This design comes from an exercise in tuning for small area and a short achievable clock period on the open sky130 flow, not from production work. Where RTL was checked, it was by simulation tests only, not by an equivalence proof against the original. Power figures rest on the tool's default switching activity, not on a simulated workload.

==> build 87 <==
==> flow/design.v (excerpt) <==
module axil_fetch (
	input  logic S_AXI_ACLK,
	input  logic fifo_reset,
	input  logic i_new_pc,
	input  fetch_pkg::addr_t i_pc,
	input  logic i_ready,
	output fetch_pkg::insn_t o_insn,
	output fetch_pkg::addr_t o_pc,
	output logic o_valid,
	output logic o_illegal,
	output logic M_AXI_ARVALID,
	input  logic M_AXI_ARREADY,
	output fetch_pkg::addr_t M_AXI_ARADDR,
	input  logic M_AXI_RVALID,
	output logic M_AXI_RREADY,
	input  fetch_pkg::bus_word_t M_AXI_RDATA,
	input  logic [1:0] M_AXI_RRESP
);
Settings: LEC_CHECK=0, ABC_CLOCK_PERIOD_IN_PS=2000, CAP_MARGIN=20, CORE_MARGIN=2, CORE_UTILIZATION=40, SETUP_SLACK_MARGIN=1.8, SLEW_MARGIN=20; clock period 4.0 ns.
run.sh (not shown) runs the stock make flow with config.mk's settings and CLKGATE_MAP_FILE= SYNTH_SCRIPT=/design/flow/synth_recipe.tcl, a recipe that flattens the netlist after the stock synthesis.
==> build 56 (differences from build 87) <==
==> flow/design.v (replaced) <==
`default_nettype none
package fetch_pkg;
	localparam int ADDR_WIDTH = 32;
	localparam int BUS_WIDTH = 64;
	localparam int INSN_WIDTH = 32;
	localparam int INSNS_PER_WORD = BUS_WIDTH / INSN_WIDTH;
	localparam int WORD_LSB = 3;
	localparam int FETCH_LIMIT = 8;
	localparam int LGFIFO = 3;
	localparam int LGDEPTH = LGFIFO + 4;
	typedef logic [ADDR_WIDTH-1:0] addr_t;
	typedef logic [BUS_WIDTH-1:0] bus_word_t;
	typedef logic [INSN_WIDTH-1:0] insn_t;
	typedef logic [LGDEPTH:0] depth_t;
	typedef logic [LGDEPTH-1:0] fill_t;
	typedef enum logic [1:0] {
		RESP_OKAY   = 2'b00,
		RESP_EXOKAY = 2'b01,
		RESP_SLVERR = 2'b10,
		RESP_DECERR = 2'b11
	} axi_resp_e;
endpackage
`default_nettype wire
`default_nettype none
module flush_tracker (
	input  logic S_AXI_ACLK,
	input  logic fifo_reset,
	input  logic i_new_pc,
	input  logic i_arvalid,
	input  logic i_arready,
	input  logic i_rvalid,
	output logic o_full_bus,
	output logic o_flush_request,
	output logic o_keep_beat
);
	fetch_pkg::depth_t outstanding;
	fetch_pkg::depth_t next_outstanding;
	fetch_pkg::depth_t new_flushcount;
	fetch_pkg::depth_t flushcount;
	logic flushing;
	always_comb
	begin
		next_outstanding = outstanding;
		case ({ i_arvalid && i_arready, i_rvalid })
		2'b10: next_outstanding = outstanding + 1'b1;
		2'b01: next_outstanding = outstanding - 1'b1;
		default: next_outstanding = outstanding;
		endcase
	end
	always_ff @(posedge S_AXI_ACLK)
	begin
		if (fifo_reset)
		begin
			outstanding <= '0;
			o_full_bus <= 1'b0;
		end
		else
		begin
			outstanding <= next_outstanding;
			o_full_bus <= (next_outstanding
				>= fetch_pkg::depth_t'((1 << fetch_pkg::LGDEPTH) - 1));
		end
	end
	assign new_flushcount = outstanding + fetch_pkg::depth_t'(i_arvalid)
		- fetch_pkg::depth_t'(i_rvalid);
	always_ff @(posedge S_AXI_ACLK)
	begin
		if (fifo_reset)
		begin
			flushcount <= '0;
			flushing <= 1'b0;
			o_flush_request <= 1'b0;
		end
		else if (i_new_pc)
		begin
			flushcount <= new_flushcount;
			flushing <= (new_flushcount != 0);
			o_flush_request <= i_arvalid && !i_arready;
		end
		else
		begin
			if (i_rvalid && flushcount != 0)
			begin
				flushcount <= flushcount - 1'b1;
				flushing <= (flushcount > 1);
			end
			if (i_arready)
				o_flush_request <= 1'b0;
		end
	end
	assign o_keep_beat = i_rvalid && !flushing;
endmodule
`default_nettype wire
`default_nettype none
module axil_request (
	input  logic S_AXI_ACLK,
	input  logic fifo_reset,
	input  logic i_new_pc,
	input  fetch_pkg::addr_t i_pc,
	input  logic i_arready,
	input  logic i_full_bus,
	input  logic i_flush_request,
	input  logic i_word_taken,
	input  logic i_out_busy,
	output logic o_arvalid,
	output fetch_pkg::addr_t o_araddr
);
	fetch_pkg::fill_t fill;
	fetch_pkg::depth_t demand;
	fetch_pkg::addr_t pending_pc;
	logic pending_new_pc;
	logic running;
	logic issue;
	assign issue = !o_arvalid || i_arready;
	always_ff @(posedge S_AXI_ACLK)
	begin
		if (fifo_reset || i_new_pc)
			fill <= '0;
		else
		begin
			case ({ o_arvalid && i_arready && !i_flush_request, i_word_taken })
			2'b10: fill <= fill + 1'b1;
			2'b01: fill <= fill - 1'b1;
			default: fill <= fill;
			endcase
		end
	end
	assign demand = fetch_pkg::depth_t'(fill) + fetch_pkg::depth_t'(o_arvalid)
		+ fetch_pkg::depth_t'(i_out_busy);
	always_ff @(posedge S_AXI_ACLK)
	begin
		if (fifo_reset)
			running <= 1'b0;
		else if (i_new_pc)
			running <= 1'b1;
	end
	always_ff @(posedge S_AXI_ACLK)
	begin
		if (fifo_reset)
			o_arvalid <= 1'b0;
		else if (issue)
		begin
			o_arvalid <= running || i_new_pc;
			if (!i_new_pc && demand >= fetch_pkg::depth_t'(fetch_pkg::FETCH_LIMIT))
				o_arvalid <= 1'b0;
			if (i_full_bus)
				o_arvalid <= 1'b0;
		end
	end
	always_ff @(posedge S_AXI_ACLK)
	begin
		if (fifo_reset || issue)
			pending_new_pc <= 1'b0;
		else if (i_new_pc)
			pending_new_pc <= 1'b1;
	end
	always_ff @(posedge S_AXI_ACLK)
	begin
		if (i_new_pc)
			pending_pc <= i_pc;
	end
	always_ff @(posedge S_AXI_ACLK)
	begin
		if (issue)
		begin
			if (i_new_pc)
				o_araddr <= i_pc;
			else if (pending_new_pc)
				o_araddr <= pending_pc;
			else if (o_arvalid)
			begin
				o_araddr[fetch_pkg::ADDR_WIDTH-1:fetch_pkg::WORD_LSB]
					<= o_araddr[fetch_pkg::ADDR_WIDTH-1:fetch_pkg::WORD_LSB] + 1'b1;
				o_araddr[fetch_pkg::WORD_LSB-1:0] <= '0;
			end
		end
	end
endmodule
`default_nettype wire
`default_nettype none
module sync_fifo (
	input  logic S_AXI_ACLK,
	input  logic fifo_reset,
	input  logic i_flush,
	input  logic i_wr,
	input  fetch_pkg::bus_word_t i_data,
	input  logic i_err,
	input  logic i_rd,
	output fetch_pkg::bus_word_t o_data,
	output logic o_err,
	output logic o_empty
);
	localparam int DEPTH = 1 << fetch_pkg::LGFIFO;
	fetch_pkg::bus_word_t mem [DEPTH];
	logic err_mem [DEPTH];
	logic [fetch_pkg::LGFIFO:0] wr_ptr;
	logic [fetch_pkg::LGFIFO:0] rd_ptr;
	logic full;
	logic rd_en;
	assign o_empty = (wr_ptr == rd_ptr);
	assign full = (wr_ptr[fetch_pkg::LGFIFO] != rd_ptr[fetch_pkg::LGFIFO])
		&& (wr_ptr[fetch_pkg::LGFIFO-1:0] == rd_ptr[fetch_pkg::LGFIFO-1:0]);
	assign rd_en = i_rd && !o_empty;
	always_ff @(posedge S_AXI_ACLK)
	begin
		if (i_wr)
		begin
			mem[wr_ptr[fetch_pkg::LGFIFO-1:0]] <= i_data;
			err_mem[wr_ptr[fetch_pkg::LGFIFO-1:0]] <= i_err;
		end
	end
	always_ff @(posedge S_AXI_ACLK)
	begin
		if (fifo_reset || i_flush)
		begin
			wr_ptr <= '0;
			rd_ptr <= '0;
		end
		else
		begin
			if (i_wr)
				wr_ptr <= wr_ptr + 1'b1;
			if (rd_en)
				rd_ptr <= rd_ptr + 1'b1;
		end
	end
	assign o_data = mem[rd_ptr[fetch_pkg::LGFIFO-1:0]];
	assign o_err = err_mem[rd_ptr[fetch_pkg::LGFIFO-1:0]];
endmodule
`default_nettype wire
`default_nettype none
module insn_unpack (
	input  logic S_AXI_ACLK,
	input  logic fifo_reset,
	input  logic i_new_pc,
	input  fetch_pkg::addr_t i_pc,
	input  logic i_ready,
	input  fetch_pkg::bus_word_t i_data,
	input  logic i_err,
	input  logic i_empty,
	output logic o_fifo_rd,
	output logic o_word_taken,
	output logic o_out_busy,
	output logic o_valid,
	output fetch_pkg::insn_t o_insn,
	output fetch_pkg::addr_t o_pc,
	output logic o_illegal
);
	localparam int FILLBITS = $clog2(fetch_pkg::INSNS_PER_WORD);
	fetch_pkg::bus_word_t swapped;
	fetch_pkg::bus_word_t out_data;
	logic [FILLBITS:0] out_fill;
	logic shift;
	always_comb
	begin
		for (int lane = 0; lane < fetch_pkg::INSNS_PER_WORD; lane++)
		begin
			for (int b = 0; b < 4; b++)
			begin
				swapped[lane*fetch_pkg::INSN_WIDTH + (3-b)*8 +: 8]
					= i_data[lane*fetch_pkg::INSN_WIDTH + b*8 +: 8];
			end
		end
	end
	assign shift = o_valid ? 1'b0 : o_pc[fetch_pkg::WORD_LSB-1];
	assign o_fifo_rd = !o_valid || (i_ready && out_fill <= 1);
	assign o_word_taken = o_fifo_rd && !i_empty;
	assign o_out_busy = o_valid && (!i_ready || out_fill > 1);
	always_ff @(posedge S_AXI_ACLK)
	begin
		if (fifo_reset || i_new_pc)
			out_fill <= '0;
		else if (o_fifo_rd)
			out_fill <= i_empty ? '0
				: (FILLBITS+1)'(fetch_pkg::INSNS_PER_WORD) - {1'b0, shift};
		else if (i_ready && out_fill != 0)
			out_fill <= out_fill - 1'b1;
	end
	always_ff @(posedge S_AXI_ACLK)
	begin
		if (fifo_reset || i_new_pc)
			o_valid <= 1'b0;
		else if (!o_valid || i_ready)
			o_valid <= (o_fifo_rd && !i_empty) || (out_fill > (o_valid ? 1 : 0));
	end
	always_ff @(posedge S_AXI_ACLK)
	begin
		if (o_fifo_rd)
			out_data <= shift ? (swapped >> fetch_pkg::INSN_WIDTH) : swapped;
		else if (i_ready)
			out_data <= out_data >> fetch_pkg::INSN_WIDTH;
	end
	assign o_insn = out_data[fetch_pkg::INSN_WIDTH-1:0];
	always_ff @(posedge S_AXI_ACLK)
	begin
		if (fifo_reset)
			o_pc <= '0;
		else if (i_new_pc)
			o_pc <= i_pc;
		else if (o_valid && i_ready && !o_illegal)
		begin
			o_pc[fetch_pkg::ADDR_WIDTH-1:2] <= o_pc[fetch_pkg::ADDR_WIDTH-1:2] + 1'b1;
			o_pc[1:0] <= 2'b00;
		end
	end
	always_ff @(posedge S_AXI_ACLK)
	begin
		if (fifo_reset || i_new_pc)
			o_illegal <= 1'b0;
		else if (!o_illegal && o_word_taken)
			o_illegal <= i_err;
	end
endmodule
`default_nettype wire
`default_nettype none
module axil_fetch (
	input  logic S_AXI_ACLK,
	input  logic fifo_reset,
	input  logic i_new_pc,
	input  fetch_pkg::addr_t i_pc,
	input  logic i_ready,
	output fetch_pkg::insn_t o_insn,
	output fetch_pkg::addr_t o_pc,
	output logic o_valid,
	output logic o_illegal,
	output logic M_AXI_ARVALID,
	input  logic M_AXI_ARREADY,
	output fetch_pkg::addr_t M_AXI_ARADDR,
	input  logic M_AXI_RVALID,
	output logic M_AXI_RREADY,
	input  fetch_pkg::bus_word_t M_AXI_RDATA,
	input  logic [1:0] M_AXI_RRESP
);
	fetch_pkg::axi_resp_e rresp;
	fetch_pkg::bus_word_t fifo_data;
	logic rd_err;
	logic full_bus;
	logic flush_request;
	logic keep_beat;
	logic fifo_err;
	logic fifo_empty;
	logic fifo_rd;
	logic word_taken;
	logic out_busy;
	assign M_AXI_RREADY = 1'b1;
	assign rresp = fetch_pkg::axi_resp_e'(M_AXI_RRESP);
	assign rd_err = (rresp == fetch_pkg::RESP_SLVERR) || (rresp == fetch_pkg::RESP_DECERR);
	flush_tracker u_flush (
		.S_AXI_ACLK(S_AXI_ACLK), .fifo_reset(fifo_reset), .i_new_pc(i_new_pc),
		.i_arvalid(M_AXI_ARVALID), .i_arready(M_AXI_ARREADY),
		.i_rvalid(M_AXI_RVALID), .o_full_bus(full_bus),
		.o_flush_request(flush_request), .o_keep_beat(keep_beat));
	axil_request u_request (
		.S_AXI_ACLK(S_AXI_ACLK), .fifo_reset(fifo_reset), .i_new_pc(i_new_pc),
		.i_pc(i_pc), .i_arready(M_AXI_ARREADY), .i_full_bus(full_bus),
		.i_flush_request(flush_request), .i_word_taken(word_taken),
		.i_out_busy(out_busy), .o_arvalid(M_AXI_ARVALID), .o_araddr(M_AXI_ARADDR));
	sync_fifo u_fifo (
		.S_AXI_ACLK(S_AXI_ACLK), .fifo_reset(fifo_reset), .i_flush(i_new_pc),
		.i_wr(keep_beat), .i_data(M_AXI_RDATA), .i_err(rd_err), .i_rd(fifo_rd),
		.o_data(fifo_data), .o_err(fifo_err), .o_empty(fifo_empty));
	insn_unpack u_unpack (
		.S_AXI_ACLK(S_AXI_ACLK), .fifo_reset(fifo_reset), .i_new_pc(i_new_pc),
		.i_pc(i_pc), .i_ready(i_ready), .i_data(fifo_data), .i_err(fifo_err),
		.i_empty(fifo_empty), .o_fifo_rd(fifo_rd), .o_word_taken(word_taken),
		.o_out_busy(out_busy), .o_valid(o_valid), .o_insn(o_insn), .o_pc(o_pc),
		.o_illegal(o_illegal));
endmodule
`default_nettype wire
==> flow/config.mk (replaced) <==
export PLATFORM = sky130hd
export DESIGN_NAME = axil_fetch
export DESIGN_NICKNAME = axil_fetch
export VERILOG_FILES = /design/flow/design.v
export SDC_FILE = /design/flow/constraint.sdc
export NUM_CORES = 4
export LEC_CHECK = 0
export CAP_MARGIN = 20
export CORE_MARGIN = 2
export CORE_UTILIZATION = 40
export SLEW_MARGIN = 20
==> build 17 (differences from build 87) <==
--- a/flow/design.v
+++ b/flow/design.v
@@ -185,107 +185,116 @@
 	input  logic fifo_reset,
 	input  logic i_flush,
 	input  logic i_wr,
 	input  fetch_pkg::bus_word_t i_data,
 	input  logic i_err,
-	input  logic i_rd,
-	output fetch_pkg::bus_word_t o_data,
+	input  logic i_take,
+	input  logic i_step,
+	input  logic i_lane_hi,
+	output fetch_pkg::insn_t o_lane,
 	output logic o_err,
 	output logic o_empty
 );
 	localparam int DEPTH = 1 << fetch_pkg::LGFIFO;
-	fetch_pkg::bus_word_t mem [DEPTH];
+	localparam int W = fetch_pkg::INSN_WIDTH;
+	fetch_pkg::insn_t mem [2*DEPTH];
 	logic [DEPTH-1:0] err_mem;
 	logic [DEPTH-1:0] wr_sel;
-	logic [fetch_pkg::LGFIFO-1:0] rd_ptr;
-	logic [fetch_pkg::LGFIFO-1:0] rd_next;
+	logic [DEPTH-1:0] rd_sel;
+	logic [DEPTH-1:0] rd_next;
 	logic nonempty;
-	logic rd_en;
+	logic [2*DEPTH-1:0] lane_sel;
 	assign o_empty = !nonempty;
-	assign rd_en = i_rd && nonempty;
-	assign rd_next = rd_ptr + 1'b1;
+	assign rd_next = { rd_sel[DEPTH-2:0], rd_sel[DEPTH-1] };
 	always_ff @(posedge S_AXI_ACLK)
 	begin
 		for (int i = 0; i < DEPTH; i++)
 		begin
 			if (i_wr && wr_sel[i])
 			begin
-				mem[i] <= i_data;
+				mem[2*i] <= i_data[0 +: W];
+				mem[2*i+1] <= i_data[W +: W];
 				err_mem[i] <= i_err;
 			end
 		end
 	end
 	always_ff @(posedge S_AXI_ACLK)
 	begin
 		if (fifo_reset || i_flush)
 		begin
 			wr_sel <= DEPTH'(1);
-			rd_ptr <= '0;
+			rd_sel <= DEPTH'(1);
 			nonempty <= 1'b0;
 		end
 		else
 		begin
 			if (i_wr)
 				wr_sel <= { wr_sel[DEPTH-2:0], wr_sel[DEPTH-1] };
-			if (rd_en)
-				rd_ptr <= rd_next;
+			if (i_step)
+				rd_sel <= rd_next;
 			if (i_wr)
 				nonempty <= 1'b1;
-			else if (rd_en)
-				nonempty <= !wr_sel[rd_next];
+			else if (i_take)
+				nonempty <= !(|(wr_sel & rd_next));
+		end
+	end
+	always_comb
+	begin
+		for (int i = 0; i < DEPTH; i++)
+		begin
+			lane_sel[2*i] = rd_sel[i] && !i_lane_hi;
+			lane_sel[2*i+1] = rd_sel[i] && i_lane_hi;
 		end
+		o_lane = '0;
+		for (int j = 0; j < 2*DEPTH; j++)
+			o_lane = o_lane | ({ W{lane_sel[j]} } & mem[j]);
+		o_err = |(rd_sel & err_mem);
 	end
-	assign o_data = mem[rd_ptr];
-	assign o_err = err_mem[rd_ptr];
 endmodule
 `default_nettype wire
 `default_nettype none
 module insn_unpack (
 	input  logic S_AXI_ACLK,
 	input  logic fifo_reset,
 	input  logic i_new_pc,
 	input  fetch_pkg::addr_t i_pc,
 	input  logic i_ready,
-	input  fetch_pkg::bus_word_t i_data,
+	input  fetch_pkg::insn_t i_lane,
 	input  logic i_err,
 	input  logic i_empty,
-	output logic o_fifo_rd,
 	output logic o_word_taken,
+	output logic o_step,
+	output logic o_lane_hi,
 	output logic o_out_busy,
 	output logic o_valid,
 	output fetch_pkg::insn_t o_insn,
 	output fetch_pkg::addr_t o_pc,
 	output logic o_illegal
 );
-	localparam int W = fetch_pkg::INSN_WIDTH;
-	fetch_pkg::bus_word_t swapped;
-	fetch_pkg::insn_t out_lo;
-	fetch_pkg::insn_t out_hi;
+	fetch_pkg::insn_t swapped;
 	logic out_two;
 	logic shift;
+	logic fifo_rd;
 	always_comb
 	begin
-		for (int lane = 0; lane < fetch_pkg::INSNS_PER_WORD; lane++)
-		begin
-			for (int b = 0; b < 4; b++)
-			begin
-				swapped[lane*W + (3-b)*8 +: 8] = i_data[lane*W + b*8 +: 8];
-			end
-		end
+		for (int b = 0; b < 4; b++)
+			swapped[(3-b)*8 +: 8] = i_lane[b*8 +: 8];
 	end
 	assign shift = !o_valid && o_pc[fetch_pkg::WORD_LSB-1];
-	assign o_fifo_rd = !o_valid || (i_ready && !out_two);
-	assign o_word_taken = o_fifo_rd && !i_empty;
+	assign fifo_rd = !o_valid || (i_ready && !out_two);
+	assign o_word_taken = fifo_rd && !i_empty;
 	assign o_out_busy = o_valid && (!i_ready || out_two);
+	assign o_lane_hi = out_two || shift;
+	assign o_step = (o_word_taken && shift) || (i_ready && out_two);
 	always_ff @(posedge S_AXI_ACLK)
 	begin
 		if (fifo_reset || i_new_pc)
 		begin
 			o_valid <= 1'b0;
 			out_two <= 1'b0;
 		end
-		else if (o_fifo_rd)
+		else if (fifo_rd)
 		begin
 			o_valid <= !i_empty;
 			out_two <= !i_empty && !shift;
 		end
 		else if (i_ready)
@@ -294,23 +303,15 @@
 			out_two <= 1'b0;
 		end
 	end
 	always_ff @(posedge S_AXI_ACLK)
 	begin
-		if (o_fifo_rd)
-			out_hi <= swapped[W +: W];
+		if (!o_valid || i_ready)
+			o_insn <= swapped;
 	end
 	always_ff @(posedge S_AXI_ACLK)
 	begin
-		if (o_fifo_rd)
-			out_lo <= shift ? swapped[W +: W] : swapped[0 +: W];
-		else if (i_ready)
-			out_lo <= out_hi;
-	end
-	assign o_insn = out_lo;
-	always_ff @(posedge S_AXI_ACLK)
-	begin
 		if (fifo_reset)
 			o_pc <= '0;
 		else if (i_new_pc)
 			o_pc <= i_pc;
 		else if (o_valid && i_ready && !o_illegal)
@@ -346,18 +347,19 @@
 	output logic M_AXI_RREADY,
 	input  fetch_pkg::bus_word_t M_AXI_RDATA,
 	input  logic [1:0] M_AXI_RRESP
 );
 	fetch_pkg::axi_resp_e rresp;
-	fetch_pkg::bus_word_t fifo_data;
+	fetch_pkg::insn_t fifo_lane;
+	logic fifo_step;
+	logic lane_hi;
 	logic rd_err;
 	logic full_bus;
 	logic flush_request;
 	logic keep_beat;
 	logic fifo_err;
 	logic fifo_empty;
-	logic fifo_rd;
 	logic word_taken;
 	logic out_busy;
 	assign M_AXI_RREADY = 1'b1;
 	assign rresp = fetch_pkg::axi_resp_e'(M_AXI_RRESP);
 	assign rd_err = (rresp == fetch_pkg::RESP_SLVERR) || (rresp == fetch_pkg::RESP_DECERR);
@@ -371,15 +373,16 @@
 		.i_pc(i_pc), .i_cur_pc(o_pc), .i_arready(M_AXI_ARREADY), .i_full_bus(full_bus),
 		.i_flush_request(flush_request), .i_word_taken(word_taken),
 		.i_out_busy(out_busy), .o_arvalid(M_AXI_ARVALID), .o_araddr(M_AXI_ARADDR));
 	sync_fifo u_fifo (
 		.S_AXI_ACLK(S_AXI_ACLK), .fifo_reset(fifo_reset), .i_flush(i_new_pc),
-		.i_wr(keep_beat), .i_data(M_AXI_RDATA), .i_err(rd_err), .i_rd(fifo_rd),
-		.o_data(fifo_data), .o_err(fifo_err), .o_empty(fifo_empty));
+		.i_wr(keep_beat), .i_data(M_AXI_RDATA), .i_err(rd_err), .i_take(word_taken),
+		.i_step(fifo_step), .i_lane_hi(lane_hi),
+		.o_lane(fifo_lane), .o_err(fifo_err), .o_empty(fifo_empty));
 	insn_unpack u_unpack (
 		.S_AXI_ACLK(S_AXI_ACLK), .fifo_reset(fifo_reset), .i_new_pc(i_new_pc),
-		.i_pc(i_pc), .i_ready(i_ready), .i_data(fifo_data), .i_err(fifo_err),
-		.i_empty(fifo_empty), .o_fifo_rd(fifo_rd), .o_word_taken(word_taken),
+		.i_pc(i_pc), .i_ready(i_ready), .i_lane(fifo_lane), .i_err(fifo_err),
+		.i_empty(fifo_empty), .o_word_taken(word_taken), .o_step(fifo_step), .o_lane_hi(lane_hi),
 		.o_out_busy(out_busy), .o_valid(o_valid), .o_insn(o_insn), .o_pc(o_pc),
 		.o_illegal(o_illegal));
 endmodule
 `default_nettype wire
--- a/flow/config.mk
+++ b/flow/config.mk
@@ -7,7 +7,7 @@
 export LEC_CHECK = 0
 export ABC_CLOCK_PERIOD_IN_PS = 2000
 export CAP_MARGIN = 20
 export CORE_MARGIN = 2
 export CORE_UTILIZATION = 40
-export SETUP_SLACK_MARGIN = 1.8
+export SETUP_SLACK_MARGIN = 2.0
 export SLEW_MARGIN = 20
==> results.yml <==
power:
  comb-power_mw: 1.51
final_layout:
  layout.non_clock_buffers: 338
worst_setup_path:
  cp_cell_sequence: "ha_4 -> ha_4 -> buf_12 -> buf_16 -> buf_4 -> a222oi_1 -> a41oi_4 -> a221o_1"
  setup.worst_path.end: "u_unpack.out_lo[7]"
timing:
  finalHoldWorstSlack_ns: 0.410
clock_tree:
  insertion_delay_ns: 0.62
place:
  place_ws_ns: 0.841
  detailed_place.area_um2: 31500
run_status:
  status: "no timing/DRC/antenna violations"
Source of the figures above: build 87

==> results.yml <==
place:
  place_ws_ns: 0.420
  detailed_place.area_um2: 32900
power:
  clkPwrFrac_pct: 39.5
  comb-power_mw: 1.88
run_status:
  status: "no timing/DRC/antenna violations"
clock_tree:
  insertion_delay_ns: 0.62
worst_setup_path:
  setup.worst_path.end: "u_request.fill[6]"
  cp_cell_sequence: "xor2_1 -> nor4_2 -> nor2_1 -> ha_1 -> ha_1 -> nor2b_1 -> o21a_1 -> o21a_1 -> mux2i_1 -> a21oi_1 -> o21a_1"
die:
  die_wd_um: 277
final_layout:
  layout.non_clock_buffers: 240
timing:
  finalHoldWorstSlack_ns: 0.429
Source of the figures above: build 56

==> results.yml <==
run_status:
  status: "no timing/DRC/antenna violations"
final_layout:
  layout.non_clock_buffers: 379
place:
  detailed_place.area_um2: 30100
power:
  comb-power_mw: 1.60
worst_setup_path:
  setup.worst_path.end: "u_unpack.o_insn[18]"
clock_tree:
  insertion_delay_ns: 0.63
Source of the figures above: build 17

Only the layout flow was run in build 87 and build 17; the RTL was not checked for function there.

## afterwards: timing with drivers on the ports
The flow's constraints put no driver on any port. The routed layouts listed below were extracted and timed again, unchanged, in two steps.
Step 1: set_driving_cell puts a clkbuf_16 on S_AXI_ACLK and a buf_2 on each other input, an assumption about the parent block.
Step 2 adds t to the input delays and takes it off the output delays; t is the mean of the earliest and latest rising clock arrival at the registers after step 1. Input paths then give back, and output paths get back, about the clock's delay inside the block.
Slacks: ideal ports / drivers / drivers and shift; pairs: ideal ports / drivers.
run	t, ns	slack for setup (ns)	hold WS [ns]	worst setup path at the end	clock arrival spread, ns
build 87	0.669	1.613 / 1.613 / 1.268	0.410 / 0.410 / 0.410	input to register	0.032 / 0.032
build 56	0.669	0.829 / 0.829 / 0.372	0.429 / 0.429 / 0.429	input to register	0.032 / 0.031
build 17	0.669	1.887 / 1.837 / 1.304	0.485 / 0.485 / 0.485	input to register	0.040 / 0.040
After both steps setup and hold are still met in every run listed. The setup slack of build 17, which loses most, moves by -0.050 ns with the drivers and by -0.583 ns with both steps.
